Background: an optimization exercise with open tools, aiming at small area. Do not read the settings as production practice.
In this exercise RTL edits were held to simulation tests only and were not proved equivalent to the original.
Power and IR drop assume default switching activity.

**flow/run.sh**
```bash
#!/bin/bash
# synth_recipe.tcl (not shown) runs the flow's synth.tcl, then flattens the netlist and writes it again
# the make line also repeats each setting of config.mk as NAME=value (left out here)
make -C /OpenROAD-flow-scripts/flow DESIGN_CONFIG=/design/flow/config.mk WORK_HOME=/design/flow/orfs CLKGATE_MAP_FILE= SYNTH_SCRIPT=/design/flow/synth_recipe.tcl finish
```
**flow/config.mk**
```make
export PLATFORM = sky130hd
export DESIGN_NAME = results_accel
export DESIGN_NICKNAME = results_accel
export VERILOG_FILES = /design/flow/design.v
export SDC_FILE = /design/flow/constraint.sdc
export NUM_CORES = 4
export LEC_CHECK = 0
export CAP_MARGIN = 20
export CORE_MARGIN = 2
export CORE_UTILIZATION = 40
export SLEW_MARGIN = 20
```
**flow/constraint.sdc**
```tcl
create_clock -name core_clock -period 10.0 [get_ports {clk}]
set_input_delay 2.0000 -clock core_clock [delete_from_list [all_inputs] [get_ports {clk}]]
set_output_delay 2.0000 -clock core_clock [all_outputs]
set_load 0.01 [all_outputs]
```
**flow/design.v**
```verilog
`timescale 1ns/1ps
`default_nettype none
module results_accel (
    input  wire        clk,
    input  wire        rst,
    input  wire        i_lane0_valid,
    input  wire [31:0] i_lane0_query_id,
    input  wire [31:0] i_lane0_ref_id,
    input  wire [31:0] i_lane0_min_val,
    input  wire [31:0] i_lane0_position,
    input  wire        i_lane1_valid,
    input  wire [31:0] i_lane1_query_id,
    input  wire [31:0] i_lane1_ref_id,
    input  wire [31:0] i_lane1_min_val,
    input  wire [31:0] i_lane1_position,
    input  wire [31:0] i_seg_target0,
    input  wire [31:0] i_seg_target1,
    input  wire        i_tx_results,
    output wire        o_query_next,
    output wire        o_tvalid,
    input  wire        i_tready,
    output wire [31:0] o_tdata,
    output wire        o_tlast
);
    logic [127:0] rec0, rec1;
    assign rec0 = {i_lane0_query_id, i_lane0_ref_id, i_lane0_min_val, i_lane0_position};
    assign rec1 = {i_lane1_query_id, i_lane1_ref_id, i_lane1_min_val, i_lane1_position};
    logic [2:0]  slot0, slot1;
    logic [15:0] seg0, seg1;
    logic        batch_done;
    logic        end0, end1;
    assign batch_done   = (seg0 == i_seg_target0[15:0]) && (seg1 == i_seg_target1[15:0]);
    assign o_query_next = batch_done;
    assign end0 = i_lane0_valid && (slot0 == 3'd7);
    assign end1 = i_lane1_valid && (slot1 == 3'd7);
    always_ff @(posedge clk) begin
        if (rst) begin
            slot0 <= '0;
            slot1 <= '0;
            seg0  <= '0;
            seg1  <= '0;
        end else begin
            if (i_lane0_valid) slot0 <= slot0 + 1'b1;
            if (i_lane1_valid) slot1 <= slot1 + 1'b1;
            if (batch_done)    seg0 <= {15'd0, end0};
            else if (end0)     seg0 <= seg0 + 1'b1;
            if (batch_done)    seg1 <= {15'd0, end1};
            else if (end1)     seg1 <= seg1 + 1'b1;
        end
    end
    logic [1023:0] best;
    logic [7:0]    has;       
    logic [7:0]    from0;     
    logic [31:0]   cur0, cur1;
    logic          lt0, lt1, le1, l0_lt_l1;
    assign cur0     = best[slot0*128 + 32 +: 32];
    assign cur1     = best[slot1*128 + 32 +: 32];
    assign lt0      = i_lane0_min_val < cur0;
    assign lt1      = i_lane1_min_val < cur1;
    assign le1      = i_lane1_min_val <= cur1;
    assign l0_lt_l1 = i_lane0_min_val < i_lane1_min_val;
    logic [7:0] we, sel1;
    always_comb begin
        for (int s = 0; s < 8; s++) begin
            logic w0, w1, h, beat0, beat1;
            w0    = i_lane0_valid && (slot0 == 3'(s));
            w1    = i_lane1_valid && (slot1 == 3'(s));
            h     = has[s] && !batch_done;
            beat0 = !h || lt0;
            beat1 = !h || (from0[s] ? le1 : lt1);
            sel1[s] = w1 && !(w0 && l0_lt_l1);
            we[s]   = sel1[s] ? beat1 : (w0 && beat0);
        end
    end
    always_ff @(posedge clk) begin
        for (int s = 0; s < 8; s++) begin
            if (we[s]) begin
                best[s*128 +: 128] <= sel1[s] ? rec1 : rec0;
            end
        end
    end
    always_ff @(posedge clk) begin
        if (rst) begin
            has   <= '0;
            from0 <= '0;
        end else begin
            for (int s = 0; s < 8; s++) begin
                has[s] <= (has[s] && !batch_done) || we[s];
                if (we[s]) from0[s] <= !sel1[s];
            end
        end
    end
    logic [1023:0] snap;
    always_ff @(posedge clk) begin
        if (batch_done) snap <= best;
    end
    logic result_ready, tx_req, tx_start, fire;
    logic sending;
    logic [4:0] wr_idx, rd_idx, fill;
    logic push, pop;
    assign fire = result_ready && tx_req;
    assign fill     = wr_idx - rd_idx;
    assign push     = sending && !fill[2];
    assign o_tvalid = (wr_idx != rd_idx);
    assign pop      = o_tvalid && i_tready;
    always_ff @(posedge clk) begin
        if (rst) begin
            result_ready <= 1'b0;
            tx_req       <= 1'b0;
            tx_start     <= 1'b0;
            sending      <= 1'b0;
            wr_idx       <= '0;
            rd_idx       <= '0;
        end else begin
            result_ready <= (result_ready && !fire) || batch_done;
            tx_req       <= (tx_req && !fire) || i_tx_results;
            tx_start     <= fire;
            if (tx_start) sending <= 1'b1;
            if (push) begin
                wr_idx <= wr_idx + 1'b1;
                if (wr_idx == 5'd31) sending <= 1'b0;
            end
            if (pop) rd_idx <= rd_idx + 1'b1;
        end
    end
    logic [127:0] out_rec;
    assign out_rec = snap[rd_idx[4:2]*128 +: 128];
    assign o_tdata = out_rec[(3 - rd_idx[1:0])*32 +: 32];
    assign o_tlast = (rd_idx == 5'd31);
endmodule
`default_nettype wire
```
==> results of run 1 <==
-- area by class of cell --
type                    instances  area, sq um
inverters                      55          210
flip-flops and latches       2116        62900
clock buffers                 261         5620
fillers                     19300       123000
clock inverters               141         1530
diodes                         27         67.6
repair buffers                406         4240
well taps                    3026         3790
multi-input cells            2248        28200
-- stage by stage --
step           std cells  utilization  area, sq um  setup slack (ps)  hold WS [ps]
6_report            8280        0.464       107000              2810           392
5_1_grt             8269        0.463       107000              2750           402
4_1_cts             8253        0.463       106000              2860           393
3_5_place_dp        7851        0.432        99300              1970           405
3_3_place_gp        7851        0.432        99300              1990           400
2_1_floorplan       4668            -        92500             -8520           400
-- sequential cells by signal, indices dropped and copies added, names as in the netlist --
register / cells
tx_req: 1
result_ready: 1
best: 1024
from0: 8
rd_idx: 5
snap: 1024
sending: 1
slot1: 3
has: 8
tx_start: 1
slot0: 3
wr_idx: 5
seg1: 16
seg0: 16
-- layer usage --
metal  track usage  wire (um)  vias to the layer above
met2         0.343     121000                     1358
met1         0.272     103000                    24400
met3        0.0457      15700                      431
met5             0        476                        -
li1              -          -                    19800
met4        0.0764       8260                       74
-- worst min path at each step --
stage	from	endpoint	slack [ps]	cells after the start
6_report	best[226]$_DFFE_PP_	snap[226]$_DFFE_PP_	390	0
2_1_floorplan	best[0]$_DFFE_PP_	snap[0]$_DFFE_PP_	400	0
5_1_grt	best[864]$_DFFE_PP_	snap[864]$_DFFE_PP_	400	0
3_5_place_dp	best[1000]$_DFFE_PP_	snap[1000]$_DFFE_PP_	400	0
3_3_place_gp	best[10]$_DFFE_PP_	snap[10]$_DFFE_PP_	400	0
4_1_cts	best[238]$_DFFE_PP_	snap[238]$_DFFE_PP_	390	0
-- Yosys cell counts (4+ instances only) --
cell,number,area (sq um)
inv_1,53,199
o211ai_1,9,67.6
mux2i_1,70,701
buf_4,19,143
nor2b_1,13,81.3
o21ai_1,8,40.0
a31oi_1,13,81.3
mux2_1,102,1150
nor3_1,4,20.0
edfxtp_1,2048,61500
a211oi_1,13,97.6
and3_1,18,113
o22ai_1,6,37.5
dfxtp_1,68,1360
clkbuf_1,83,312
xnor2_1,48,420
a21o_1,13,97.6
ha_1,114,1430
xor2_1,25,219
nand4_1,30,188
mux4_2,446,10000
and4_1,4,35.0
buf_6,39,439
o21ai_0,23,115
nor2_1,88,330
nand2b_1,4,25.0
mux2_4,270,4050
a21oi_1,44,220
nand2_1,161,604
buf_2,61,305
nand3_1,24,120
buf_1,47,176
o2bb2ai_1,6,52.6
mux2_2,653,7350
-- cell families after synthesis --
kind of cell,count (synthesis),synth area share
compound gates,160,0.0112
flops,2116,0.680
xor+xnor,73,0.00691
buf+inv,304,0.0171
fa+ha+maj,114,0.0154
mux,1541,0.252
simple gates,360,0.0175
-- report_power, final --
part	leakage [nW]	internal [W]	switching, W
combinational	12.6	0.000705	0.000830
sequential	19.1	0.0100	0.000106
clock	3.46	0.00466	0.00350
-- worst max-delay path, stage by stage --
cell	delay, ps
clkdlybuf4s50_1	770
inv_1	90
ha_1	320
nand4_1	260
nor4_2	190
o311a_1	170
a31oi_1	710
and3_1	790
a21o_4	250
buf_12	730
buf_4	890
mux2_2	410
==> metrics.cfg, run 1 <==
[layout]
layout_common_cells = edfxtp_1 (2048), mux2_2 (653), mux4_2 (446)
drive_gt1_frac = 0.343
final_common_cell = edfxtp_1
nNetsFinal = 5484
syn_to_final_growth_pct = 15.3

[timing]
worst_slew_pin_slew_ps = 1110
fin_skew_ps = 57.3
fmax_ghz = 0.139
setup_tns_ps = 0
timing.final.crit_period_ps = 7190
setup_viol = 0
max_slew_margin = 0.258
period_share = 0.719
drv_slew = 0
hold_violations = 0
rsz0062_at_grt = false

[cts]
cts_buffer_depth = 3
postCtsSetupBuffers = 0
cts_tree = done
cts.sinks = 2116
cts_resized = 0
clk_pin_slew_ps = 60
insertion_delay_ps = 890
hold_buffers = 0
htreeDepth = 4
cts_buffers = 217
root_buffer = clkbuf_16

[placement]
port-buffer-count = 328
globalplace.congestion = 0.815
dp_hpwl_um = 139000

[worst_hold_path]
worst_hold_path_type = flip-flop to flip-flop

[yosys]
synth-seq-cells = 2116
synth_edf_count = 2048
avgSynthCellArea_sq_um = 19.8
netlist_instances = 4668
syn-cell-area_sq_um = 92500
synthFlopType = edfxtp_1
ys_types = 56
seq_area_frac_synth = 0.680
async_reset_ff_frac = 0
syn-num-nets = 5108
ys_warn_count = 1

[drt]
vias = 46100
vias_per_cell = 5.57
first_pass_iters = 6
wl_um = 248000
wire_per_inst_um = 29.9
drtIter0Drc = 3967
drc = 0
drtAntennaViolNets = 0

[power]
p_per_area_nw_per_um2 = 186
power_w = 0.0198
peakVddDrop_v = 0.000136
leakage_nw = 35.1

[setup_path]
cp.arrival_ps = 7820
critPathCaptureType = flip-flop
r2r_end = best[264]$_DFFE_PP_
r2r_cells = 12
reg2reg_slack_ps = 3210
start_kind = primary input
crit_start = i_lane1_min_val[31]
endpoint = best[15]$_DFFE_PP_
crit_type = primary input to flip-flop
timing.rr.start = slot1[2]$_SDFFE_PP0P_
required_ps = 10630
crit_fanout = 95

[outcome]
outcome = no timing/DRC/antenna violations

[die]
fp.coreArea_sq_um = 230000
die_w_um = 485
initial_utilization = 0.402
row_count = 176
dieArea_sq_um = 235000
io_pins = 361
fp.dieH_um = 485

[grt]
grt_start_max_net_pins = 185
grt_use_total = 0.209
grt_pass1_wl_um = 352000
overflow = 0
antenna_found_initial = 74
first_global_vias = 47700

[flow_run]
cap_viol_max_count = 0

==> run 2: changes to the inputs <==
--- a/flow/design.v
+++ b/flow/design.v
@@ -72,11 +72,15 @@
             we[s]   = sel1[s] ? beat1 : (w0 && beat0);
         end
     end
+    logic [7:0] take0, take1, keep;
+    assign take0 = we & ~sel1;
+    assign take1 = we & sel1;
+    assign keep  = ~we;
     always_ff @(posedge clk) begin
         for (int s = 0; s < 8; s++) begin
-            if (we[s]) begin
-                best[s*128 +: 128] <= sel1[s] ? rec1 : rec0;
-            end
+            best[s*128 +: 128] <= ({128{keep[s]}}  & best[s*128 +: 128]) |
+                                  ({128{take0[s]}} & rec0) |
+                                  ({128{take1[s]}} & rec1);
         end
     end
     always_ff @(posedge clk) begin
@@ -90,14 +94,27 @@
             end
         end
     end
-    logic [1023:0] snap;
+    logic [31:0] snap [32];
+    logic [31:0] beat_of [32];
+    logic        cap, shift, hold;
+    logic        push, pop;
+    always_comb begin
+        for (int k = 0; k < 32; k++) begin
+            beat_of[k] = best[(k/4)*128 + (3 - k%4)*32 +: 32];
+        end
+    end
+    assign cap   = batch_done;
+    assign shift = pop && !batch_done;
+    assign hold  = !pop && !batch_done;
     always_ff @(posedge clk) begin
-        if (batch_done) snap <= best;
+        for (int k = 0; k < 31; k++) begin
+            snap[k] <= ({32{cap}} & beat_of[k]) | ({32{shift}} & snap[k+1]) | ({32{hold}} & snap[k]);
+        end
+        snap[31] <= ({32{cap}} & beat_of[31]) | ({32{!cap}} & snap[31]);
     end
     logic result_ready, tx_req, tx_start, fire;
     logic sending;
     logic [4:0] wr_idx, rd_idx, fill;
-    logic push, pop;
     assign fire = result_ready && tx_req;
     assign fill     = wr_idx - rd_idx;
     assign push     = sending && !fill[2];
@@ -123,9 +140,7 @@
             if (pop) rd_idx <= rd_idx + 1'b1;
         end
     end
-    logic [127:0] out_rec;
-    assign out_rec = snap[rd_idx[4:2]*128 +: 128];
-    assign o_tdata = out_rec[(3 - rd_idx[1:0])*32 +: 32];
+    assign o_tdata = snap[0];
     assign o_tlast = (rd_idx == 5'd31);
 endmodule
 `default_nettype wire
==> run 2 against run 1 <==
Global-route usage up 7.5 points. Core utilization down 0.95 points. Count of clock-buffer cells in the layout up 76. Still clean. Setup slack better by 43 ps. Largest cell class unchanged. Critical path depth up 2. Via count up 69%. Final cell count up 56%. Routed wire length up 36%. Highest routed layer unchanged. Largest power group unchanged. Sequential share of layout area down 17 points. Sequential cell count unchanged. Register-to-register slack worse by 360 ps. Power up 20%.
==> metrics.cfg, run 2 <==
[yosys]
avgSynthCellArea_sq_um = 8.78  ; -56%
synthTopCellsByArea = dfxtp_1 (47%), a22o_1 (8.8%), nand2_1 (8.6%), a21o_1 (7.6%), a31oi_1 (7.0%)
synthTopCellsByCount = dfxtp_1 (2084), nand2_1 (2051), nor2_1 (1058)
synth_edf_count = 32  ; -98%
synth_top_area_frac = 0.467  ; -0.198
ys_warn_count = 3  ; +2
yosys.cell_count.top_type = dfxtp_1
syn-cell-area_sq_um = 89300  ; -3.4%
syn-num-nets = 10600  ; +110%
synthFlopType = dfxtp_1
async_reset_ff_frac = 0  ; unchanged
yosys.area.top_type = dfxtp_1
synth-seq-cells = 2116  ; unchanged
netlist_instances = 10200  ; +120%
seq_area_frac_synth = 0.478  ; -0.202
ys_types = 55  ; -1.8%

[placement]
port-buffer-count = 328  ; unchanged
dp_hpwl_um = 194000  ; +40%
placed_area_sq_um = 93300  ; -6.1%
globalplace.congestion = 0.891  ; +9.3%

[cts]
cts_buffers = 216  ; -0.46%
cts_resized = 0  ; unchanged
cts_tree = done
hold_buffers = 0  ; unchanged
cts_buffer_depth = 3  ; unchanged
postCtsSetupBuffers = 0  ; unchanged
root_buffer = clkbuf_16
htreeDepth = 4  ; unchanged
cts.sinks = 2116  ; unchanged
insertion_delay_ps = 900  ; about the same
clk_pin_slew_ps = 60  ; about the same

[die]
fp.dieH_um = 476  ; -1.7%
io_pins = 361  ; unchanged
dieArea_sq_um = 227000  ; -3.4%
row_count = 173  ; -1.7%
die_w_um = 476  ; -1.7%
initial_utilization = 0.402  ; about the same
fp.coreArea_sq_um = 222000  ; -3.4%

[drt]
drtIter0Drc = 8713  ; +120%
drtAntennaViolNets = 0  ; unchanged
vias = 77800  ; +69%
vias_per_cell = 6.01  ; +7.9%
drc = 0  ; unchanged
first_pass_iters = 8  ; +2
wl_um = 336000  ; +36%
wire_per_inst_um = 25.9  ; -13%

[grt]
overflow = 0  ; unchanged
grt_start_max_net_pins = 228  ; +23%
use_met2 = 0.430  ; +0.0873
grt_use_total = 0.283  ; +0.0745
antenna_found_initial = 130  ; +76%
first_global_vias = 72100  ; +51%
grt_use_met1 = 0.379  ; +0.107
grtUsageMet3 = 0.0772  ; +0.0315
grt_pass1_wl_um = 488000  ; +39%
grt_busiest_layer = met2

[setup_path]
path_buf_inv = 3  ; -1
crit_fanout = 37  ; -61%
cp.arrival_ps = 7910  ; +90 ps
slowest_stage = dfxtp_4
critPathCaptureType = flip-flop
crit_type = flip-flop to flip-flop
max_stage_delay_ps = 1010  ; +120 ps
start_kind = flip-flop
crit_family = simple AND/OR/NAND/NOR gates
critPathMostFrequentCell = buf_4
crit_start = slot0[0]$_SDFFE_PP0P_
required_ps = 10770  ; +140 ps
timing.rr.start = slot0[0]$_SDFFE_PP0P_
cp_cell_sequence = buf_4 > buf_4 > mux4_2 > mux2i_1 > ha_1 > and4_1 > nand4_1 > nor3_1 > o2111ai_4 > a211oi_2 > nor3_4 > nor2_4 > buf_4 > a21o_1

[timing]
worst_slew_pin_slew_ps = 1180  ; +67.2 ps
max_slew_margin = 0.214  ; -0.0448
period_share = 0.715  ; -0.00433
hold_violations = 0  ; unchanged
fin_skew_ps = 85.6  ; +28.3 ps
setup_viol = 0  ; unchanged
timing.final.crit_period_ps = 7150  ; -43.3 ps
rsz0062_at_grt = false
fmax_ghz = 0.140  ; +0.61%
drv_slew = 0  ; unchanged
setup_tns_ps = 0  ; unchanged

[layout]
syn_to_final_growth_pct = 12.9
regMostFlops = best
largest_reg_flops = 1024
post-route-cell-area_sq_um = 101000  ; -5.4%
nNetsFinal = 10200  ; +85%
layout_common_cells = dfxtp_1 (2080), nand2_1 (2050), nor2_1 (1051)
final_common_cell = dfxtp_1
drive_gt1_frac = 0.0623  ; -0.281
top_regs = best x1024, snap x992

[flow_run]
cap_viol_max_count = 0  ; unchanged

[power]
p_per_area_nw_per_um2 = 236  ; +27%
leakage_nw = 44.6  ; +27%
peakVddDrop_v = 0.000187  ; +37%

[outcome]
outcome = no timing/DRC/antenna violations

[worst_hold_path]
worst_hold_path_type = flip-flop to flip-flop
hold_start = best[915]$_DFF_P_

==> run 2: cell count changes after synthesis, sizes merged, moves of 594 or more <==
cell | previous run | this run
edfxtp | 2048 | 32
mux2 | 1025 | 0
nand2 | 161 | 2051
clkbuf | 83 | 677
a22o | 1 | 896
a31oi | 14 | 993
nor2 | 88 | 1058
a21o | 13 | 903
dfxtp | 68 | 2084
==> run 2: final timing paths <==
check        slack [ps]                 to  cells past startpoint
max                2850  best[241]$_DFF_P_                     14
min                 430          flip-flop                      0
max reg2reg        2850  best[241]$_DFF_P_                     14
min reg2reg         430          flip-flop                      0
==> run 2: logic make-up (layout without fill, tap and decap cells) <==
kind of cell,after synthesis,count (layout),share of synthesized area
AO/OA/AOI/OAI,3181,3181,0.263
flip-flops,2116,2116,0.478
XOR/XNOR,73,73,0.00716
multiplexers,195,195,0.0397
other,0,60,0
adder cells (fa/ha/maj),114,114,0.0160
AND/OR/NAND/NOR,3222,3222,0.139
buffers and inverters,1266,1006,0.0576
==> run 2: routing by layer <==
metal / vias to the layer above / wire (um)
met5: - / 422
met1: 38400 / 141000
li1: 34800 / -
met2: 3771 / 147000
met3: 720 / 34800
met4: 68 / 12100
==> run 2: worst reg2reg max path: stages (launching register included) <==
cell and delay [ps]:
dfxtp_4 1010, buf_4 590, buf_4 400, mux4_2 560
mux2i_1 250, ha_1 180, and4_1 200, nand4_1 130
nor3_1 900, o2111ai_4 520, a211oi_2 420, nor3_4 110
nor2_4 790, buf_4 730, a21o_1 260
==> run 2: layout make-up <==
type	count	area, sq um
fill	21300	121000
sequential	2116	42700
multi-input combinational	6785	41700
clock buffer	337	6470
timing repair buffer	422	4550
tap	2975	3720
clock inverter	62	860
inverter	185	697
antenna	60	150
==> run 2: power breakdown <==
group,switching [W],internal (W),total (W)
Sequential,0.00126,0.0104,0.0117
Combinational,0.00178,0.00197,0.00375
Clock,0.00358,0.00478,0.00837
Total,0.00662,0.0172,0.0238
==> run 2: through the flow <==
stage | total power, W | worst slack (ps) | utilization | hold WS, ps | instances
floorplan | 0.0142 | 4800 | - | 409 | 10200
global placement | 0.0153 | 2380 | 0.420 | 413 | 12500
detailed placement | 0.0156 | 2360 | 0.420 | 416 | 12500
CTS | 0.0238 | 2970 | 0.453 | 417 | 12900
global route | 0.0248 | 2710 | 0.454 | 434 | 12900
finish | 0.0238 | 2850 | 0.454 | 427 | 12900
==> run 3: changes to the inputs <==
==> flow/flow/run.sh (new file) <==
#!/bin/bash
# Own layout flow: the standard flow (standard.sh), with
#  - synthesis mapping the logic with an area-oriented ABC script (registers are
#    mapped by dfflibmap before ABC runs, so they are the standard synthesis's),
#  - a clock tree without dummy loads,
#  - no timing repair at floorplan (the design has ample slack; wire-free
#    estimates there only upsize cells).
# Each tool's output goes to the ORFS logs under orfs/logs; the make output
# goes to standard.log in the work folder.
set -euo pipefail
W=$(pwd)
F=$W/flow

# Synthesis script: the standard flow's, with abc pointed at the area script
{
  head -n 1 synth_recipe.tcl
  echo "proc abc {args} { set i [lsearch \$args -script]; lset args [expr {\$i+1}] $F/abc_area.script; yosys abc {*}\$args }"
  tail -n +2 synth_recipe.tcl
} > flow_synth.tcl
sed "s|$W/synth_recipe.tcl|$W/flow_synth.tcl|" standard.sh > flow_standard.sh
grep -q flow_synth.tcl flow_standard.sh

export CTS_ARGS="-sink_clustering_enable -repair_clock_nets -dont_use_dummy_load"
export REMOVE_ABC_BUFFERS=1
[[ -f $F/extra.sh ]] && source $F/extra.sh

bash flow_standard.sh > standard.log 2>&1
==> flow/flow/abc_area.script (new file) <==
strash
dch
map -a
topo
==> flow/standard.sh (new file) <==
#!/bin/bash
# synth_recipe.tcl (not shown) runs the flow's synth.tcl, then flattens the netlist and writes it again
# the make line also repeats each setting of config.mk as NAME=value (left out here)
make -C /OpenROAD-flow-scripts/flow DESIGN_CONFIG=/design/flow/config.mk WORK_HOME=/design/flow/orfs CLKGATE_MAP_FILE= SYNTH_SCRIPT=/design/flow/synth_recipe.tcl "${@:-finish}"
removed: flow/run.sh
==> run 3 against run 2 <==
Routed wire length is 10% lower. First-iteration DRC count is 3.7% lower. Design area is 8.0% lower. Clock power is 18% lower. Count of clock-buffer cells in the layout is 122 lower. Sequential cell count stayed put. Combinational power is 54% higher. Synthesized cell count is 13% lower. Worst hold slack worse by 22 ps. Die area is 11% lower. Maximum frequency is 9.8% lower. Final cell count is 6.5% lower. Critical endpoint is now best[612]$_DFF_P_. Highest routed layer unchanged.
==> metrics.cfg, run 3 <==
[die]
io_pins = 361  ; unchanged
fp.dieH_um = 449  ; -5.8%
fp.coreArea_sq_um = 197000  ; -11%
row_count = 163  ; -5.8%
initial_utilization = 0.402  ; about the same
dieArea_sq_um = 202000  ; -11%
die_w_um = 449  ; -5.8%

[drt]
vias_per_cell = 6.21  ; +3.3%
drtAntennaViolNets = 0  ; unchanged
drtIter0Drc = 8392  ; -3.7%
wire_per_inst_um = 24.9  ; -3.9%
vias = 75100  ; -3.4%
wl_um = 302000  ; -10%
first_pass_iters = 7  ; -1
drc = 0  ; unchanged

[setup_path]
critPathCaptureType = flip-flop
start_kind = primary input
cp.arrival_ps = 8630  ; +720 ps
cp_cell_sequence = clkdlybuf4s50_1 > clkinv_1 > ha_1 > o21ai_0 > nand2_1 > a21o_2 > a21oi_1 > o21ai_0 > nand3_1 > nand2_1 > nand4_1 > a21oi_1 > o311ai_0 > o2111a_1 > nand2_1 > nand4_1 > nor2_1 > a31oi_4 > buf_4 > buf_4 > nand2_1 > o221ai_1
max_stage_delay_ps = 970  ; -40 ps
reg2reg_slack_ps = 2470  ; -380 ps
crit_fanout = 60  ; +62%
crit_type = primary input to flip-flop
slowest_stage = buf_4
crit_family = buffers and inverters
critPathMostFrequentCell = nand2_1
path_buf_inv = 4  ; +1
required_ps = 10700  ; -70 ps

[grt]
antenna_found_initial = 6  ; -95%
overflow = 0  ; unchanged
grt_use_met1 = 0.377  ; -0.00213
grtUsageMet3 = 0.0528  ; -0.0244
grt_busiest_layer = met2
grt_use_total = 0.287  ; +0.00347
grt_pass1_wl_um = 453000  ; -7.2%
grt_start_max_net_pins = 188  ; -18%
first_global_vias = 72300  ; +0.31%
use_met2 = 0.451  ; +0.0209

[yosys]
synth_top_area_frac = 0.527  ; +0.0594
synthTopCellsByCount = nand2_1 (3047), dfxtp_1 (2084), o221ai_1 (1091)
async_reset_ff_frac = 0  ; unchanged
syn-cell-area_sq_um = 79200  ; -11%
yosys.area.top_type = dfxtp_1
synthTopCellsByArea = dfxtp_1 (53%), nand2_1 (14%), o221ai_1 (12%), a22oi_1 (9.4%), o21ai_0 (2.9%)
synth-seq-cells = 2116  ; unchanged
synth_edf_count = 32  ; unchanged
yosys.cell_count.top_type = nand2_1
avgSynthCellArea_sq_um = 9.00  ; +2.4%
ys_types = 35  ; -36%
seq_area_frac_synth = 0.539  ; +0.0608
synthFlopType = dfxtp_1
netlist_instances = 8807  ; -13%
ys_warn_count = 3  ; unchanged

[outcome]
outcome = no timing/DRC/antenna violations

[placement]
port-buffer-count = 328  ; unchanged
globalplace.congestion = 0.871  ; -2.2%
dp_hpwl_um = 172000  ; -11%

[cts]
root_buffer = clkbuf_16
cts_buffer_depth = 3  ; unchanged
hold_buffers = 0  ; unchanged
clk_pin_slew_ps = 60  ; about the same
postCtsSetupBuffers = 0  ; unchanged
cts.sinks = 2116  ; unchanged
cts_resized = 0  ; unchanged
htreeDepth = 4  ; unchanged
cts_buffers = 215  ; -0.46%
cts_tree = done
insertion_delay_ps = 870  ; -30 ps

[layout]
syn_to_final_growth_pct = 17.1
top_regs = best x1024, snap x992
final_common_cell = nand2_1
largest_reg_flops = 1024  ; unchanged
layout_common_cells = nand2_1 (3047), dfxtp_1 (2078), o221ai_1 (1091)
nNetsFinal = 9905  ; -2.6%
drive_gt1_frac = 0.0405  ; -0.0218
post-route-util = 0.471  ; +0.0168
regMostFlops = best

[timing]
setup_viol = 0  ; unchanged
fin_skew_ps = 68.4  ; -17.2 ps
period_share = 0.792  ; +0.0779
timing.final.crit_period_ps = 7920  ; +779 ps
hold_violations = 0  ; unchanged
rsz0062_at_grt = false
drv_slew = 0  ; unchanged
max_slew_margin = 0.199  ; -0.0149
setup_tns_ps = 0  ; unchanged
hold_slack_ps = 405  ; -21.5 ps
fmax_ghz = 0.126  ; -9.8%
worst_slew_pin_slew_ps = 1200  ; +22.4 ps

[power]
p_per_area_nw_per_um2 = 270  ; +14%
leakage_nw = 37.9  ; -15%
peakVddDrop_v = 0.000297  ; +59%

[flow_run]
cap_viol_max_count = 0  ; unchanged

[worst_hold_path]
worst_hold_path_type = flip-flop to flip-flop

==> run 3: cell types whose count changed after synthesis, moves of 677 or more <==
| cell | change |
|---|---|
| a21o_1 | -903 |
| a22o_1 | -896 |
| a31oi_1 | -981 |
| nand2_1 | +996 |
| o221ai_1 | +1090 |
| nor2_1 | -796 |
| clkbuf_1 | -677 |
| a22oi_1 | +865 |
==> run 3: cells by family (layout without fill, tap and decap cells) <==
group           after synthesis  in the layout  share of synthesized area
simple gates               3435           3435                      0.166
other cells                   0              3                          0
flops                      2116           2116                      0.539
xor+xnor                     21             21                    0.00232
fa+ha+maj                   114            114                     0.0180
compound gates             2740           2740                      0.257
buf+inv                     381           1037                     0.0181
==> run 3: power breakdown <==
part / switching (W) / internal, W
logic: 0.00370 / 0.00207
registers: 0.00156 / 0.0108
clock network: 0.00315 / 0.00373
total: 0.00841 / 0.0166
==> run 3: through the flow <==
stage | cell area [sq um] | total power, W | setup slack [ps] | instances
2_1_floorplan | 79200 | 0.0189 | -288040 | 8807
3_3_place_gp | 87300 | 0.0179 | 1780 | 11900
3_5_place_dp | 87300 | 0.0181 | 1620 | 11900
4_1_cts | 92700 | 0.0250 | 2480 | 12100
5_1_grt | 92700 | 0.0263 | 2090 | 12100
6_report | 92800 | 0.0250 | 2080 | 12100
==> run 3: worst min-delay path: stages (launching register included) <==
cell and delay [ps]:
dfxtp_1 310, nand2_1 60, nand2_1 40
==> run 3: cell type report <==
type                            instances  area [sq um]
Fill cell                           18800        104000
Sequential cell                      2116         42700
Multi-Input combinational cell       6310         35400
Clock buffer                          215          5380
Timing Repair Buffer                  441          4520
Tap cell                             2640          3300
Inverter                              381          1480
Antenna cell                            3          7.51
==> run 3: worst paths after layout <==
| path | end | from | cells after the start |
|---|---|---|---|
| worst min-delay path | snap[0][24]$_DFF_P_ | snap[1][24]$_DFF_P_ | 2 |
| worst max-delay path | best[612]$_DFF_P_ | i_lane1_min_val[1] | 22 |
| worst max register to register | best[612]$_DFF_P_ | slot1[1]$_SDFFE_PP0P_ | 20 |
| worst min register to register | snap[0][24]$_DFF_P_ | snap[1][24]$_DFF_P_ | 2 |
==> run 3: per-layer routing <==
metal	part of all wire	vias to the layer above	routed length (um)
met4	0.051	4	15400
li1	-	33900	-
met1	0.41	36800	125000
met2	0.45	3710	135000
met3	0.090	785	27000
met5	0.000063	-	19
==> run 4: changes to the inputs <==
--- a/flow/flow/run.sh
+++ b/flow/flow/run.sh
@@ -2,7 +2,7 @@
 # Own layout flow: the standard flow (standard.sh), with
 #  - synthesis mapping the logic with an area-oriented ABC script (registers are
 #    mapped by dfflibmap before ABC runs, so they are the standard synthesis's),
-#  - a clock tree without dummy loads,
+#  - a clock tree of small buffers without dummy loads, and small port buffers,
 #  - no timing repair at floorplan (the design has ample slack; wire-free
 #    estimates there only upsize cells).
 # Each tool's output goes to the ORFS logs under orfs/logs; the make output
@@ -20,8 +20,9 @@
 sed "s|$W/synth_recipe.tcl|$W/flow_synth.tcl|" standard.sh > flow_standard.sh
 grep -q flow_synth.tcl flow_standard.sh
 
-export CTS_ARGS="-sink_clustering_enable -repair_clock_nets -dont_use_dummy_load"
+export CTS_ARGS="-sink_clustering_enable -repair_clock_nets -dont_use_dummy_load -buf_list sky130_fd_sc_hd__clkbuf_4 -root_buf sky130_fd_sc_hd__clkbuf_16"
+# Port buffers: the smallest buffer (repair_design sizes up where a net needs it)
+export BUFFER_PORTS_ARGS="-buffer_cell sky130_fd_sc_hd__buf_1"
 export REMOVE_ABC_BUFFERS=1
-[[ -f $F/extra.sh ]] && source $F/extra.sh
 
 bash flow_standard.sh > standard.log 2>&1
==> run 4 against run 3 <==
Still clean. Critical path depth shrank 6. Die area is the same. Sequential share of layout area grew 1.1 points. Sequential power is essentially flat. Power shrank 0.67%. Via count grew 2.9%. Maximum frequency grew 1.3%.
==> metrics.cfg, run 4 <==
[yosys]
synth-seq-cells = 2116  ; unchanged
seq_area_frac_synth = 0.539  ; unchanged
avgSynthCellArea_sq_um = 9.00  ; unchanged
ys_warn_count = 3  ; unchanged
yosys.area.top_type = dfxtp_1
synth_top_area_frac = 0.527  ; unchanged
async_reset_ff_frac = 0  ; unchanged
syn-cell-area_sq_um = 79200  ; unchanged
synth_edf_count = 32  ; unchanged
synthTopCellsByArea = dfxtp_1 (53%), nand2_1 (14%), o221ai_1 (12%), a22oi_1 (9.4%), o21ai_0 (2.9%)
synthTopCellsByCount = nand2_1 (3047), dfxtp_1 (2084), o221ai_1 (1091)
yosys.cell_count.top_type = nand2_1
ys_types = 35  ; unchanged
netlist_instances = 8807  ; unchanged
synthFlopType = dfxtp_1

[timing]
fin_skew_ps = 82.5  ; +14.2 ps
setup_tns_ps = 0  ; unchanged
drv_slew = 0  ; unchanged
period_share = 0.782  ; -0.0101
fmax_ghz = 0.128  ; +1.3%
fin_ws_ps = 2180  ; +101 ps
timing.final.crit_period_ps = 7820  ; -101 ps
rsz0062_at_grt = false
hold_violations = 0  ; unchanged
worst_slew_pin_slew_ps = 1320  ; +121 ps
max_slew_margin = 0.118  ; -0.0804
setup_viol = 0  ; unchanged

[drt]
wire_per_inst_um = 24.3  ; -2.4%
drc = 0  ; unchanged
vias_per_cell = 6.21  ; about the same
wl_um = 303000  ; +0.45%
first_pass_iters = 9  ; +2
drtIter0Drc = 8228  ; -2.0%
drtAntennaViolNets = 0  ; unchanged
vias = 77300  ; +2.9%

[layout]
multi_input_area_sq_um = 35400  ; unchanged
nFillCells = 19200  ; +2.1%
sequential_cell_area_sq_um = 42700  ; unchanged
drive_gt1_frac = 0.0741  ; +0.0337
nNetsFinal = 10200  ; +3.5%
layout_common_cells = nand2_1 (3047), dfxtp_1 (2078), o221ai_1 (1091)
regMostFlops = best
syn_to_final_growth_pct = 14.4
top_regs = best x1024, snap x992
final_common_cell = nand2_1
largest_reg_flops = 1024  ; unchanged

[cts]
htreeDepth = 6  ; +2
cts_buffer_depth = 4  ; +1
cts.sinks = 2116  ; unchanged
postCtsSetupBuffers = 0  ; unchanged
cts_tree = done
root_buffer = clkbuf_16
clk_pin_slew_ps = 60  ; about the same
cts_resized = 0  ; unchanged
hold_buffers = 0  ; unchanged
insertion_delay_ps = 940  ; +70 ps
cts_buffers = 579  ; +170%

[setup_path]
cp.arrival_ps = 8540  ; -90 ps
crit_type = flip-flop to flip-flop
max_stage_delay_ps = 1010  ; +40 ps
crit_fanout = 79  ; +32%
cp_cell_sequence = inv_4 > buf_4 > nor2_1 > o21ai_0 > o21ai_0 > ha_1 > a21oi_1 > o21ai_0 > o2111ai_1 > o2111ai_1 > nand4_1 > o2111ai_1 > nand3_1 > nand3_4 > buf_4 > o221ai_1
start_kind = flip-flop
path_buf_inv = 3  ; -1
slowest_stage = dfxtp_4
required_ps = 10720  ; +20 ps
crit_family = compound AO/OA/AOI/OAI gates
critPathCaptureType = flip-flop

[placement]
port-buffer-count = 328  ; unchanged
dp_hpwl_um = 166000  ; -3.4%
place_ws_ps = 1930  ; +306 ps
globalplace.congestion = 0.847  ; -2.8%

[flow_run]
cap_viol_max_count = 0  ; unchanged

[power]
peakVddDrop_v = 0.000203  ; -32%
p_per_area_nw_per_um2 = 274  ; +1.6%
leakage_nw = 37.4  ; -1.2%

[die]
io_pins = 361  ; unchanged
row_count = 163  ; unchanged
fp.dieH_um = 449  ; unchanged
initial_utilization = 0.402  ; unchanged
fp.coreArea_sq_um = 197000  ; unchanged
dieArea_sq_um = 202000  ; unchanged
die_w_um = 449  ; unchanged

[grt]
grt_pass1_wl_um = 457000  ; +0.83%
first_global_vias = 74700  ; +3.2%
antenna_found_initial = 21  ; +15
grt_start_max_net_pins = 223  ; +19%
overflow = 0  ; unchanged
grt_use_total = 0.288  ; +0.00137

[outcome]
outcome = no timing/DRC/antenna violations

[worst_hold_path]
worst_hold_path_type = flip-flop to flip-flop

## run 4: cell count changes in the layout (fill, tap and decap cells not counted), sizes merged
cell,previous run,this run
clkbuf,215,579
clkdlybuf4s50,328,0
diode,3,8
buf,113,421
## run 4: per-layer routing
| layer | vias up | track usage | wire length, um |
|---|---|---|---|
| met4 | 14 | 0.148 | 14800 |
| met5 | - | 0 | 86 |
| li1 | 34800 | - | - |
| met2 | 4043 | 0.448 | 136000 |
| met1 | 37600 | 0.374 | 124000 |
| met3 | 888 | 0.0655 | 27900 |
## run 4: cell families (layout without fill, tap and decap cells)
logic type | Yosys count | count (layout) | synth area share
AND/OR/NAND/NOR | 3435 | 3435 | 0.166
flip-flops | 2116 | 2116 | 0.539
AO/OA/AOI/OAI | 2740 | 2740 | 0.257
other | 0 | 8 | 0
XOR/XNOR | 21 | 21 | 0.00232
adder cells (fa/ha/maj) | 114 | 114 | 0.0180
buffers and inverters | 381 | 1381 | 0.0181
## run 4: power by group
group / internal, W / leakage (nW) / switching [W]
Combinational: 0.00197 / 16.8 / 0.00369
Clock: 0.00349 / 3.17 / 0.00335
Sequential: 0.0108 / 17.5 / 0.00155
## run 4: area by class of cell
class | count | share of cell area
flip-flops and latches | 2116 | 0.471
diodes | 8 | 0.000221
inverters | 381 | 0.0163
repair buffers | 421 | 0.0255
clock buffers | 579 | 0.0605
well taps | 2640 | 0.0364
multi-input cells | 6310 | 0.390
## run 4: through the flow
step | std cells | util | hold WS (ps) | total power (W) | instance area, sq um
2_1_floorplan | 8807 | - | 409 | 0.0189 | 79200
3_3_place_gp | 11900 | 0.432 | 412 | 0.0178 | 85100
3_5_place_dp | 11900 | 0.432 | 415 | 0.0180 | 85100
6_report | 12500 | 0.460 | 407 | 0.0249 | 90700
5_1_grt | 12500 | 0.460 | 410 | 0.0263 | 90700
4_1_cts | 12400 | 0.460 | 404 | 0.0249 | 90600
## run 4: final timing paths
kind                    startpoint           endpoint  slack, ps  depth (start not counted)
max          slot0[0]$_SDFFE_PP0P_  best[367]$_DFF_P_       2180                         16
min              best[896]$_DFF_P_          flip-flop        410                          0
max reg2reg  slot0[0]$_SDFFE_PP0P_  best[367]$_DFF_P_       2180                         16
min reg2reg      best[896]$_DFF_P_          flip-flop        410                          0
==> run 5: changes to the inputs <==
--- a/flow/config.mk
+++ b/flow/config.mk
@@ -7,5 +7,5 @@
 export LEC_CHECK = 0
 export CAP_MARGIN = 20
 export CORE_MARGIN = 2
-export CORE_UTILIZATION = 40
+export CORE_UTILIZATION = 55
 export SLEW_MARGIN = 20
==> run 5 against run 4 <==
Non-clock buffer count is 8 higher. Critical endpoint is now best[599]$_DFF_P_. Design area is 1.2% lower. Combinational power hardly changed.
==> metrics.cfg, run 5 <==
[outcome]
outcome = no timing/DRC/antenna violations

[yosys]
avgSynthCellArea_sq_um = 9.00  ; unchanged
synth_edf_count = 32  ; unchanged
synth_top_area_frac = 0.527  ; unchanged
synthTopCellsByCount = nand2_1 (3047), dfxtp_1 (2084), o221ai_1 (1091)
yosys.area.top_type = dfxtp_1
ys_warn_count = 3  ; unchanged
async_reset_ff_frac = 0  ; unchanged
yosys.cell_count.top_type = nand2_1
synthFlopType = dfxtp_1
synth-seq-cells = 2116  ; unchanged
seq_area_frac_synth = 0.539  ; unchanged
netlist_instances = 8807  ; unchanged
syn-cell-area_sq_um = 79200  ; unchanged
synthTopCellsByArea = dfxtp_1 (53%), nand2_1 (14%), o221ai_1 (12%), a22oi_1 (9.4%), o21ai_0 (2.9%)
ys_types = 35  ; unchanged

[drt]
wl_um = 287000  ; -5.3%
vias_per_cell = 6.57  ; +5.8%
vias = 77000  ; -0.44%
drtAntennaViolNets = 0  ; unchanged
drc = 0  ; unchanged
drtIter0Drc = 8966  ; +9.0%
first_pass_iters = 6  ; -3
wire_per_inst_um = 24.5  ; +0.70%

[worst_hold_path]
holdPathEnd = snap[12][26]$_DFF_P_
hold_start = snap[13][26]$_DFF_P_
whs_path_depth = 2  ; +2
worst_hold_path_type = flip-flop to flip-flop

[flow_run]
cap_viol_max_count = 0  ; unchanged

[cts]
cts_buffer_depth = 4  ; unchanged
root_buffer = clkbuf_16
htreeDepth = 6  ; unchanged
cts_buffers = 559  ; -3.5%
postCtsSetupBuffers = 0  ; unchanged
clk_pin_slew_ps = 70  ; about the same
insertion_delay_ps = 930  ; about the same
cts_resized = 0  ; unchanged
hold_buffers = 0  ; unchanged
cts_tree = done
cts.sinks = 2116  ; unchanged

[layout]
post-route-util = 0.625  ; +0.165
nNetsFinal = 10200  ; -0.12%
final_common_cell = nand2_1
top_regs = best x1024, snap x992
layout_common_cells = nand2_1 (3047), dfxtp_1 (2078), o221ai_1 (1091)
syn_to_final_growth_pct = 13.1
regMostFlops = best
stdcell_count = 11700  ; -5.9%
drive_gt1_frac = 0.0730  ; -0.00113
largest_reg_flops = 1024  ; unchanged
nFillCells = 12800  ; -34%

[die]
fp.coreArea_sq_um = 143000  ; -27%
die_w_um = 384  ; -15%
row_count = 139  ; -15%
dieArea_sq_um = 147000  ; -27%
fp.dieH_um = 384  ; -15%
initial_utilization = 0.553  ; +0.151
io_pins = 361  ; unchanged

[grt]
grt_pass1_wl_um = 436000  ; -4.5%
antenna_found_initial = 13  ; -38%
grt_start_max_net_pins = 195  ; -13%
overflow = 0  ; unchanged
grt_use_total = 0.378  ; +0.0900
first_global_vias = 73900  ; -1.1%

[setup_path]
timing.rr.start = slot1[0]$_SDFFE_PP0P_
r2r_cells = 18  ; +2
cp.arrival_ps = 8420  ; -120 ps
crit_fanout = 83  ; +5.1%
r2r_end = best[599]$_DFF_P_
start_kind = flip-flop
reg2reg_slack_ps = 2290  ; +110 ps
critPathMostFrequentCell = nor2_1
cp_cell_sequence = inv_4 > buf_4 > nor2_1 > o221ai_1 > o21ai_0 > ha_1 > nand2_1 > nor3_1 > clkinv_1 > nor4_1 > a21boi_0 > or3_2 > o21ai_0 > nor2_1 > nor2_1 > inv_6 > buf_4 > o221ai_1
slowest_stage = buf_4
critPathCaptureType = flip-flop
crit_type = flip-flop to flip-flop
max_stage_delay_ps = 950  ; -60 ps
required_ps = 10710  ; about the same
crit_start = slot1[0]$_SDFFE_PP0P_

[placement]
globalplace.congestion = 0.877  ; +3.5%
dpl.cell_count = 11100  ; -6.2%
port-buffer-count = 328  ; unchanged
dp_hpwl_um = 157000  ; -5.4%
place_ws_ps = 2120  ; +193 ps

[timing]
max_slew_margin = 0.201  ; +0.0823
drv_slew = 0  ; unchanged
fin_ws_ps = 2290  ; +115 ps
hold_violations = 0  ; unchanged
rsz0062_at_grt = false
worst_slew_pin_slew_ps = 1200  ; -124 ps
fmax_ghz = 0.130  ; +1.5%
setup_tns_ps = 0  ; unchanged
setup_viol = 0  ; unchanged
fin_skew_ps = 57.7  ; -24.9 ps
period_share = 0.771  ; -0.0115
timing.final.crit_period_ps = 7710  ; -115 ps

[power]
peakVddDrop_v = 0.000345  ; +70%
p_per_area_nw_per_um2 = 275  ; +0.29%
leakage_nw = 37.3  ; -0.25%
power_w = 0.0246  ; -0.90%

## run 5: cell types whose count changed in the layout (fill, tap and decap cells not counted), sizes merged
cell,before,now
inv,12,11
clkinv,369,370
clkbuf,579,559
buf,421,429
diode,8,17
## run 5: layer usage
metal	GRT usage	routed length, um	up-vias
li1	-	-	34700
met1	0.503	118000	37200
met2	0.569	125000	4274
met3	0.0927	30300	794
met4	0.196	14300	8
met5	0	40	-
## run 5: cell families after synthesis
family / share of synthesized area
AND/OR/NAND/NOR: 0.166
AO/OA/AOI/OAI: 0.257
flip-flops: 0.539
buffers and inverters: 0.0181
adder cells (fa/ha/maj): 0.0180
XOR/XNOR: 0.00232
## run 5: stage by stage
step                      area (sq um)  hold WS, ps
after global placement           84200          412
after global routing             89600          434
after floorplan                  79200          409
final                            89600          425
after detailed placement         84200          414
after CTS                        89500          425
## run 5: cell type report
cell class / instances / area [sq um] / share of cell area
inverter: 381 / 1480 / 0.0165
multi-input combinational: 6310 / 35400 / 0.395
clock buffer: 559 / 5340 / 0.0596
antenna: 17 / 42.5 / 0.000475
tap: 1903 / 2380 / 0.0266
sequential: 2116 / 42700 / 0.477
timing repair buffer: 429 / 2280 / 0.0255
## run 5: where the power goes
group | switching [W] | leakage [nW] | total [W] | internal, W
clock | 0.00325 | 3.07 | 0.00665 | 0.00340
sequential | 0.00153 | 17.5 | 0.0123 | 0.0108
combinational | 0.00367 | 16.8 | 0.00564 | 0.00197
total | 0.00845 | 37.3 | 0.0246 | 0.0162
## run 5: how the worst max path moves through the flow
stage	to	slack, ps	cells after the start
final	best[599]$_DFF_P_	2290	18
after floorplan	snap[10][0]$_DFF_P_	-288040	9
after global routing	best[633]$_DFF_P_	2250	18
after CTS	best[599]$_DFF_P_	2810	18
after global placement	best[599]$_DFF_P_	2250	20
after detailed placement	best[599]$_DFF_P_	2120	20
## run 5: critical path: cells and delay by family, from the launching register on
family	cells	cell delay [ps]
adders and majority gates	1	370
DFF	1	620
and+or+nand+nor	7	1910
AOI/OAI and AO/OA	5	1050
buffers and inverters	5	3430
==> run 6: changes to the inputs <==
--- a/flow/design.v
+++ b/flow/design.v
@@ -53,8 +53,17 @@
     logic [7:0]    from0;     
     logic [31:0]   cur0, cur1;
     logic          lt0, lt1, le1, l0_lt_l1;
-    assign cur0     = best[slot0*128 + 32 +: 32];
-    assign cur1     = best[slot1*128 + 32 +: 32];
+    logic [7:0] at0, at1;
+    always_comb begin
+        cur0 = '0;
+        cur1 = '0;
+        for (int s = 0; s < 8; s++) begin
+            at0[s] = (slot0 == 3'(s));
+            at1[s] = (slot1 == 3'(s));
+            cur0 = cur0 | ({32{at0[s]}} & best[s*128 + 32 +: 32]);
+            cur1 = cur1 | ({32{at1[s]}} & best[s*128 + 32 +: 32]);
+        end
+    end
     assign lt0      = i_lane0_min_val < cur0;
     assign lt1      = i_lane1_min_val < cur1;
     assign le1      = i_lane1_min_val <= cur1;
@@ -107,10 +116,9 @@
     assign shift = pop && !batch_done;
     assign hold  = !pop && !batch_done;
     always_ff @(posedge clk) begin
-        for (int k = 0; k < 31; k++) begin
-            snap[k] <= ({32{cap}} & beat_of[k]) | ({32{shift}} & snap[k+1]) | ({32{hold}} & snap[k]);
+        for (int k = 0; k < 32; k++) begin
+            snap[k] <= ({32{cap}} & beat_of[k]) | ({32{shift}} & snap[(k+1)%32]) | ({32{hold}} & snap[k]);
         end
-        snap[31] <= ({32{cap}} & beat_of[31]) | ({32{!cap}} & snap[31]);
     end
     logic result_ready, tx_req, tx_start, fire;
     logic sending;
--- a/flow/flow/run.sh
+++ b/flow/flow/run.sh
@@ -2,7 +2,7 @@
 # Own layout flow: the standard flow (standard.sh), with
 #  - synthesis mapping the logic with an area-oriented ABC script (registers are
 #    mapped by dfflibmap before ABC runs, so they are the standard synthesis's),
-#  - a clock tree of small buffers without dummy loads, and small port buffers,
+#  - a clock tree of larger sink clusters without dummy loads, small port buffers,
 #  - no timing repair at floorplan (the design has ample slack; wire-free
 #    estimates there only upsize cells).
 # Each tool's output goes to the ORFS logs under orfs/logs; the make output
@@ -20,7 +20,7 @@
 sed "s|$W/synth_recipe.tcl|$W/flow_synth.tcl|" standard.sh > flow_standard.sh
 grep -q flow_synth.tcl flow_standard.sh
 
-export CTS_ARGS="-sink_clustering_enable -repair_clock_nets -dont_use_dummy_load -buf_list sky130_fd_sc_hd__clkbuf_4 -root_buf sky130_fd_sc_hd__clkbuf_16"
+export CTS_ARGS="-sink_clustering_enable -repair_clock_nets -dont_use_dummy_load -sink_clustering_size 25 -sink_clustering_max_diameter 100"
 # Port buffers: the smallest buffer (repair_design sizes up where a net needs it)
 export BUFFER_PORTS_ARGS="-buffer_cell sky130_fd_sc_hd__buf_1"
 export REMOVE_ABC_BUFFERS=1
--- a/flow/config.mk
+++ b/flow/config.mk
@@ -5,7 +5,7 @@
 export SDC_FILE = /design/flow/constraint.sdc
 export NUM_CORES = 4
 export LEC_CHECK = 0
-export CAP_MARGIN = 20
+export CAP_MARGIN = 5
 export CORE_MARGIN = 2
-export CORE_UTILIZATION = 55
-export SLEW_MARGIN = 20
+export CORE_UTILIZATION = 40
+export SLEW_MARGIN = 5
==> run 6 against run 5 <==
Global-route usage down 8.1 points. Non-clock buffer count grew 20. Power fell by 16%. Highest routed layer unchanged. Still clean on timing, DRC and antenna. Die area up 36%. Count of clock-buffer cells in the layout shrank 462. Setup slack worse by 320 ps. Largest cell class unchanged. Synthesized cell count fell by 2.9%. Area after synthesis is 1.1% lower. Critical path depth rose by 5. Routed wire length is 7.2% higher.
==> metrics.cfg, run 6 <==
[drt]
top_layer_used = met5
route.met2.wl_um = 136000  ; +8.9%
drtAntennaViolNets = 0  ; unchanged
wl_met1_um = 123000  ; +4.3%
vias_per_cell = 6.28  ; -4.4%
wl_um = 308000  ; +7.2%
wl_met3_um = 28300  ; -6.6%
first_pass_iters = 6  ; unchanged
drc = 0  ; unchanged
drtIter0Drc = 9394  ; +4.8%
vias = 73900  ; -4.0%
wire_per_inst_um = 26.2  ; +6.8%

[layout]
nFillCells = 19100  ; +50%
layout_common_cells = nand2_1 (2857), dfxtp_1 (2116), o221ai_1 (1057)
syn_to_final_growth_pct = 10.7
nNetsFinal = 9541  ; -6.8%
drive_gt1_frac = 0.0285  ; -0.0445
top_regs = best x1024, snap x1024
final_common_cell = nand2_1

[die]
dieArea_sq_um = 199000  ; +36%
fp.dieH_um = 447  ; +16%
initial_utilization = 0.402  ; -0.151
row_count = 162  ; +17%
io_pins = 361  ; unchanged
die_w_um = 447  ; +16%
fp.coreArea_sq_um = 195000  ; +36%

[yosys]
synthTopCellsByArea = dfxtp_1 (54%), nand2_1 (14%), o221ai_1 (12%), a22oi_1 (10%), clkinv_1 (2.6%)
ys_types = 33  ; -5.7%
synth_xor_xnor_area_share = 0.00313  ; +0.000808
synth-adder-area-share = 0.0182  ; +0.000200
yosys.area.top_type = dfxtp_1
synthTopCellsByCount = nand2_1 (2857), dfxtp_1 (2116), o221ai_1 (1058)
synth_top_family_by_area = compound AO/OA/AOI/OAI gates
yosys.cell_count.top_type = nand2_1
synth-seq-cells = 2116  ; unchanged
synth_mux_area_frac = 0  ; unchanged
avgSynthCellArea_sq_um = 9.16  ; +1.8%
syn-cell-area_sq_um = 78400  ; -1.1%
seq_area_frac_synth = 0.541  ; +0.00188
async_reset_ff_frac = 0  ; unchanged
synth_top_area_frac = 0.541  ; +0.0140
synthFlopType = dfxtp_1
synth_simple_gate_area_frac = 0.150  ; -0.0162
netlist_instances = 8553  ; -2.9%
synth_compound_area_frac = 0.263  ; +0.00550
ys_warn_count = 3  ; unchanged
synth_edf_count = 0  ; -100%

[worst_hold_path]
worst_hold_path_type = flip-flop to flip-flop
whs_path_depth = 2  ; unchanged
holdPathEnd = snap[6][27]$_DFF_P_
hold_start = snap[7][27]$_DFF_P_

[timing]
rsz0062_at_grt = false
setup_tns_ps = 0  ; unchanged
timing.final.crit_period_ps = 8030  ; +319 ps
period_share = 0.803  ; +0.0319
worst_slew_pin_slew_ps = 1410  ; +212 ps
fmax_ghz = 0.125  ; -4.0%
drv_slew = 0  ; unchanged
hold_violations = 0  ; unchanged
max_slew_margin = 0.0569  ; -0.144
setup_viol = 0  ; unchanged
fin_skew_ps = 71.2  ; +13.6 ps

[power]
p_per_area_nw_per_um2 = 239  ; -13%
seqPwrFrac = 0.532  ; +0.031
power.switching_w = 0.00740  ; -12%
power_w = 0.0208  ; -16%
p_int_w = 0.0134  ; -17%
leakage_nw = 34.6  ; -7.5%
peakVddDrop_v = 0.000254  ; -26%
pwr-share-comb = 0.254  ; +0.025
p_sw_frac = 0.356  ; +0.0135
clkPwrFrac = 0.213  ; -0.057

[setup_path]
required_ps = 10630  ; -80 ps
timing.rr.start = slot1[0]$_SDFFE_PP0P_
crit_type = flip-flop to flip-flop
r2r_end = best[77]$_DFF_P_
cp_cell_sequence = clkinv_1 > ha_1 > clkinv_1 > nor2_1 > clkinv_1 > buf_4 > o22ai_1 > a21oi_1 > o21ai_0 > a21oi_1 > o21ai_0 > a221oi_1 > ha_1 > nand4_1 > o221ai_1 > a21oi_1 > o221ai_1 > o2111ai_1 > nand3_4 > and2_4 > buf_4 > nand2_1 > o221ai_1
cp.arrival_ps = 8660  ; +240 ps
r2r_cells = 23  ; +5
max_stage_delay_ps = 1100  ; +150 ps
reg2reg_slack_ps = 1970  ; -320 ps
slowest_stage = and2_4
critPathCaptureType = flip-flop
start_kind = flip-flop
crit_fanout = 62  ; -25%

[grt]
antenna_found_initial = 48  ; +35
grt_pass1_wl_um = 454000  ; +4.1%
grt_use_total = 0.297  ; -0.0808
grt_start_max_net_pins = 201  ; +3.1%
first_global_vias = 69800  ; -5.5%
overflow = 0  ; unchanged

[flow_run]
cap_viol_max_count = 0  ; unchanged

[outcome]
outcome = no timing/DRC/antenna violations

[cts]
root_buffer = clkbuf_16
cts_buffer_depth = 3  ; -1
hold_buffers = 0  ; unchanged
cts_tree = done
htreeDepth = 3  ; -3
cts_resized = 0  ; unchanged
cts.sinks = 2116  ; unchanged
cts_buffers = 97  ; -83%
clk_pin_slew_ps = 110  ; +40 ps
postCtsSetupBuffers = 0  ; unchanged
insertion_delay_ps = 800  ; -130 ps

[placement]
globalplace.congestion = 0.939  ; +7.1%
dp_hpwl_um = 179000  ; +14%
port-buffer-count = 328  ; unchanged

## run 6: changes by cell type after synthesis, sizes merged, moves of 67 or more
cell	change
o22ai	+67
nor2	-168
a221oi	+71
nand2	-190
clkinv	+159
o21ai	-197
## run 6: final cells by class
type	instances	area, sq um	share of cell area
multi-input cells	5897	34100	0.393
flip-flops and latches	2116	42400	0.488
inverters	540	2030	0.0234
diodes	40	100	0.00115
clock buffers	97	2430	0.0280
well taps	2624	3280	0.0378
repair buffers	449	2430	0.0280
## run 6: metrics by stage
step / hold slack [ps] / instances / utilization / worst slack, ps / cell area [sq um]
floorplan: 416 / 8553 / - / -43850 / 78400
global placement: 432 / 11600 / 0.433 / 2020 / 84300
detailed placement: 436 / 11600 / 0.433 / 1860 / 84300
CTS: 400 / 11700 / 0.445 / 2420 / 86700
global route: 416 / 11800 / 0.445 / 2000 / 86700
finish: 403 / 11800 / 0.446 / 1970 / 86800
## run 6: kinds of logic (layout without fill, tap and decap cells)
kind of cell    Yosys count  after routing
other cells               0             40
flops                  2116           2116
fa+ha+maj               114            114
xor+xnor                 28             28
compound gates         2692           2692
buf+inv                 540           1086
simple gates           3063           3063
## run 6: metal layers
metal | up-vias | global-route usage
met2 | 3922 | 0.457
met4 | 8 | 0.192
met1 | 36200 | 0.382
met3 | 848 | 0.0565
met5 | - | 0
li1 | 32900 | -
## run 6: worst max-delay path by stage
| stage | slack (ps) | startpoint | end |
|---|---|---|---|
| floorplan | -43850 | i_seg_target1[15] | snap[10][0]$_DFF_P_ |
| global placement | 2020 | i_lane1_min_val[2] | best[75]$_DFF_P_ |
| detailed placement | 1860 | i_lane1_min_val[2] | best[11]$_DFF_P_ |
| CTS | 2420 | slot1[0]$_SDFFE_PP0P_ | best[77]$_DFF_P_ |
| global route | 2000 | slot1[0]$_SDFFE_PP0P_ | best[75]$_DFF_P_ |
| finish | 1970 | slot1[0]$_SDFFE_PP0P_ | best[77]$_DFF_P_ |
## run 6: worst max-delay path: cells and delay by family (launching register included)
family	cells	cell delay (ps)
AO/OA/AOI/OAI	11	3100
adder cells (fa/ha/maj)	2	480
buffers and inverters	5	1670
flip-flops	1	380
AND/OR/NAND/NOR	5	2170
## run 6: power groups by stage
stage	registers [W]	logic (W)	clock network [W]
global placement	0.0112	0.00504	0
global route	0.0112	0.00571	0.00478
CTS	0.0110	0.00517	0.00449
finish	0.0111	0.00528	0.00443
floorplan	0.0109	0.00359	0
detailed placement	0.0112	0.00515	0
==> run 7: changes to the inputs <==
--- a/flow/config.mk
+++ b/flow/config.mk
@@ -5,7 +5,7 @@
 export SDC_FILE = /design/flow/constraint.sdc
 export NUM_CORES = 4
 export LEC_CHECK = 0
-export CAP_MARGIN = 5
+export CAP_MARGIN = 20
 export CORE_MARGIN = 2
 export CORE_UTILIZATION = 40
-export SLEW_MARGIN = 5
+export SLEW_MARGIN = 20
==> run 7 against run 6 <==
Count of clock-buffer cells in the layout is 1 higher. Die area is the same. Routed wire length about the same. Core utilization about the same. Worst hold slack got worse by 19 ps. First-iteration DRC count fell by 1.4%. Non-clock buffer count rose by 2. Register-to-register slack gained 70 ps. Critical path depth fell by 1. Clock power hardly changed. Highest routed layer unchanged.
==> metrics.cfg, run 7 <==
[yosys]
synth-seq-cells = 2116  ; unchanged
netlist_instances = 8553  ; unchanged
avgSynthCellArea_sq_um = 9.16  ; unchanged
yosys.cell_count.top_type = nand2_1
synth_edf_count = 0  ; unchanged
yosys.area.top_type = dfxtp_1
ys_types = 33  ; unchanged
async_reset_ff_frac = 0  ; unchanged
synthTopCellsByArea = dfxtp_1 (54%), nand2_1 (14%), o221ai_1 (12%), a22oi_1 (10%), clkinv_1 (2.6%)
synthTopCellsByCount = nand2_1 (2857), dfxtp_1 (2116), o221ai_1 (1058)
seq_area_frac_synth = 0.541  ; unchanged
synthFlopType = dfxtp_1
synth_top_area_frac = 0.541  ; unchanged
ys_warn_count = 3  ; unchanged
syn-cell-area_sq_um = 78400  ; unchanged

[die]
row_count = 162  ; unchanged
fp.coreArea_sq_um = 195000  ; unchanged
fp.dieH_um = 447  ; unchanged
initial_utilization = 0.402  ; unchanged
dieArea_sq_um = 199000  ; unchanged
io_pins = 361  ; unchanged
die_w_um = 447  ; unchanged

[setup_path]
cp.arrival_ps = 8560  ; -100 ps
path_buf_inv = 6  ; +1
crit_start = slot1[0]$_SDFFE_PP0P_
cp.depth = 22  ; -4.3%
cp_cell_sequence = clkinv_1 > ha_1 > clkinv_1 > nor2_1 > clkinv_1 > buf_4 > o22ai_1 > a21oi_1 > o21ai_0 > a21oi_1 > o21ai_0 > a221oi_1 > ha_1 > a21oi_1 > o221ai_1 > a21oi_1 > o221ai_1 > o2111ai_1 > nand3_4 > buf_4 > buf_4 > o221ai_1
crit_family = compound AO/OA/AOI/OAI gates
timing.rr.start = slot1[0]$_SDFFE_PP0P_
crit_type = flip-flop to flip-flop
critPathCaptureType = flip-flop
reg2reg_slack_ps = 2040  ; +70 ps
slowest_stage = a221oi_1
start_kind = flip-flop
crit_fanout = 50  ; -19%
endpoint = best[873]$_DFF_P_
max_stage_delay_ps = 1030  ; -70 ps
r2r_cells = 22  ; -4.3%
required_ps = 10610  ; -20 ps
critPathMostFrequentCell = a21oi_1
r2r_end = best[873]$_DFF_P_

[layout]
syn_to_final_growth_pct = 10.8  ; about the same
nFillCells = 19100  ; -0.25%
sequential_cell_area_sq_um = 42400  ; unchanged
layout_common_cells = nand2_1 (2857), dfxtp_1 (2116), o221ai_1 (1057)
final_common_cell = nand2_1
drive_gt1_frac = 0.0291  ; +0.000650
nNetsFinal = 9544  ; +0.031%
top_regs = best x1024, snap x1024
post-route-util = 0.446  ; about the same
multi_input_area_sq_um = 34200  ; about the same

[timing]
drv_slew = 0  ; unchanged
fin_skew_ps = 89.8  ; +18.5 ps
max_slew_margin = 0.137  ; +0.0802
timing.final.crit_period_ps = 7960  ; -71.6 ps
period_share = 0.796  ; -0.00716
fin_ws_ps = 2040  ; +71.6 ps
hold_slack_ps = 384  ; -18.6 ps
rsz0062_at_grt = false
worst_slew_pin_slew_ps = 1290  ; -117 ps
setup_tns_ps = 0  ; unchanged
fmax_ghz = 0.126  ; +0.90%
hold_violations = 0  ; unchanged
setup_viol = 0  ; unchanged

[cts]
cts_buffers = 98  ; +1.0%
cts_tree = done
postCtsSetupBuffers = 0  ; unchanged
root_buffer = clkbuf_16
htreeDepth = 3  ; unchanged
hold_buffers = 0  ; unchanged
cts_resized = 0  ; unchanged
insertion_delay_ps = 800  ; about the same
cts.sinks = 2116  ; unchanged
clk_pin_slew_ps = 110  ; about the same
cts_buffer_depth = 3  ; unchanged

[drt]
drtAntennaViolNets = 0  ; unchanged
drtIter0Drc = 9267  ; -1.4%
drc = 0  ; unchanged
vias = 74000  ; +0.20%
wire_per_inst_um = 26.2  ; about the same
wl_um = 308000  ; about the same
first_pass_iters = 10  ; +4
vias_per_cell = 6.29  ; +0.19%

[placement]
globalplace.congestion = 0.939  ; unchanged
place_ws_ps = 1910  ; +44.1 ps
port-buffer-count = 328  ; unchanged
dp_hpwl_um = 179000  ; about the same

[grt]
grt_use_total = 0.297  ; -0.000560
first_global_vias = 69500  ; -0.44%
grt_use_met1 = 0.381  ; -0.000512
overflow = 0  ; unchanged
grt_busiest_layer = met2
antenna_found_initial = 51  ; +6.3%
grt_pass1_wl_um = 453000  ; -0.24%
grtUsageMet3 = 0.0575  ; +0.00107
grt_start_max_net_pins = 201  ; unchanged
use_met2 = 0.456  ; -0.000911

[worst_hold_path]
worst_hold_path_type = flip-flop to flip-flop
hold_start = snap[4][4]$_DFF_P_

[power]
clkPwrFrac = 0.214  ; about the same
p_sw_frac = 0.357  ; about the same
leakage_nw = 34.6  ; about the same
power.switching_w = 0.00743  ; +0.31%
power_w = 0.0208  ; +0.22%
seqPwrFrac = 0.532  ; about the same
pwr-share-comb = 0.255  ; about the same
p_int_w = 0.0134  ; +0.18%
peakVddDrop_v = 0.000200  ; -21%
p_per_area_nw_per_um2 = 240  ; +0.15%

[outcome]
outcome = no timing/DRC/antenna violations

[flow_run]
cap_viol_max_count = 0  ; unchanged

==> run 7: worst min-delay path by stage <==
stage	endpoint	slack (ps)	cells past startpoint
after detailed placement	snap[12][14]$_DFF_P_	440	2
after global placement	from0[0]$_SDFFE_PP0P_	430	2
after global routing	snap[3][4]$_DFF_P_	390	2
after floorplan	tx_start$_SDFF_PP0_	420	2
final	snap[3][4]$_DFF_P_	380	2
after CTS	snap[3][4]$_DFF_P_	380	2
==> run 7: kinds of logic after synthesis <==
logic type	synth area share
simple gates	0.150
buf+inv	0.0259
compound gates	0.263
xor+xnor	0.00313
flops	0.541
fa+ha+maj	0.0182
==> run 7: power by group through the flow <==
stage	clock, W	sequential, W	combinational [W]
after detailed placement	0	0.0112	0.00515
final	0.00445	0.0111	0.00530
after floorplan	0	0.0109	0.00359
after global placement	0	0.0112	0.00504
after CTS	0.00451	0.0110	0.00517
after global routing	0.00480	0.0112	0.00572
==> run 7: worst register-to-register path: cells and delay by family (launching register included) <==
| kind | cells | cell delay, ps |
|---|---|---|
| flip-flops | 1 | 390 |
| AO/OA/AOI/OAI | 12 | 3430 |
| buffers and inverters | 6 | 2780 |
| adder cells (fa/ha/maj) | 2 | 550 |
| AND/OR/NAND/NOR | 2 | 620 |
==> run 7: through the flow <==
stage,cells,area (sq um)
global route,11800,86800
detailed placement,11600,84300
finish,11800,86800
floorplan,8553,78400
global placement,11600,84300
CTS,11700,86700
==> run 7: layout make-up <==
| cell class | count | share of cell area |
|---|---|---|
| clock buffer | 98 | 0.0282 |
| antenna | 38 | 0.00109 |
| sequential | 2116 | 0.488 |
| timing repair buffer | 451 | 0.0283 |
| tap | 2624 | 0.0378 |
| inverter | 540 | 0.0234 |
| multi-input combinational | 5897 | 0.393 |
==> run 7: layer usage <==
metal | part of all wire | vias up
met4 | 0.068 | 20
met2 | 0.44 | 3969
met1 | 0.40 | 36200
met5 | 0.00044 | -
met3 | 0.094 | 885
li1 | - | 33000

-- separate check: timing with driven ports --
In the flow no input, the clock included, has a driving cell. The finished layouts below were timed again as built, in two steps. Step 1 sets driving cells, clkbuf_16 on the clock port and buf_2 on the other inputs (assumed; they add their load-dependent delay and slew). Step 2 also shifts input and output timing later by t, the mid clock arrival at the registers, as if the neighbouring blocks saw the same clock. Slacks: ideal ports / drivers / drivers and shift; pairs: ideal ports / drivers.
run | shift t [ns] | setup WS [ns] | latest minus earliest clock arrival (ns) | worst data-port slew with drivers (ns)
run 1 | 0.949 | 2.811 / 2.777 / 1.828 | 0.058 / 0.058 | 0.19
run 2 | 0.950 | 2.854 / 2.854 / 2.040 | 0.086 / 0.086 | 0.38
run 3 | 0.925 | 2.076 / 2.143 / 1.217 | 0.069 / 0.069 | 0.19
run 4 | 0.989 | 2.176 / 2.176 / 1.695 | 0.083 / 0.083 | 0.18
run 5 | 0.980 | 2.291 / 2.291 / 1.796 | 0.058 / 0.058 | 0.18
run 6 | 0.862 | 1.972 / 1.972 / 1.524 | 0.071 / 0.072 | 0.35
run 7 | 0.844 | 2.044 / 2.044 / 1.511 | 0.090 / 0.090 | 0.25
After both steps setup and hold are still met in every run listed. The setup slack of run 1, which loses most, moves by -0.034 ns with the drivers and by -0.983 ns with both steps.
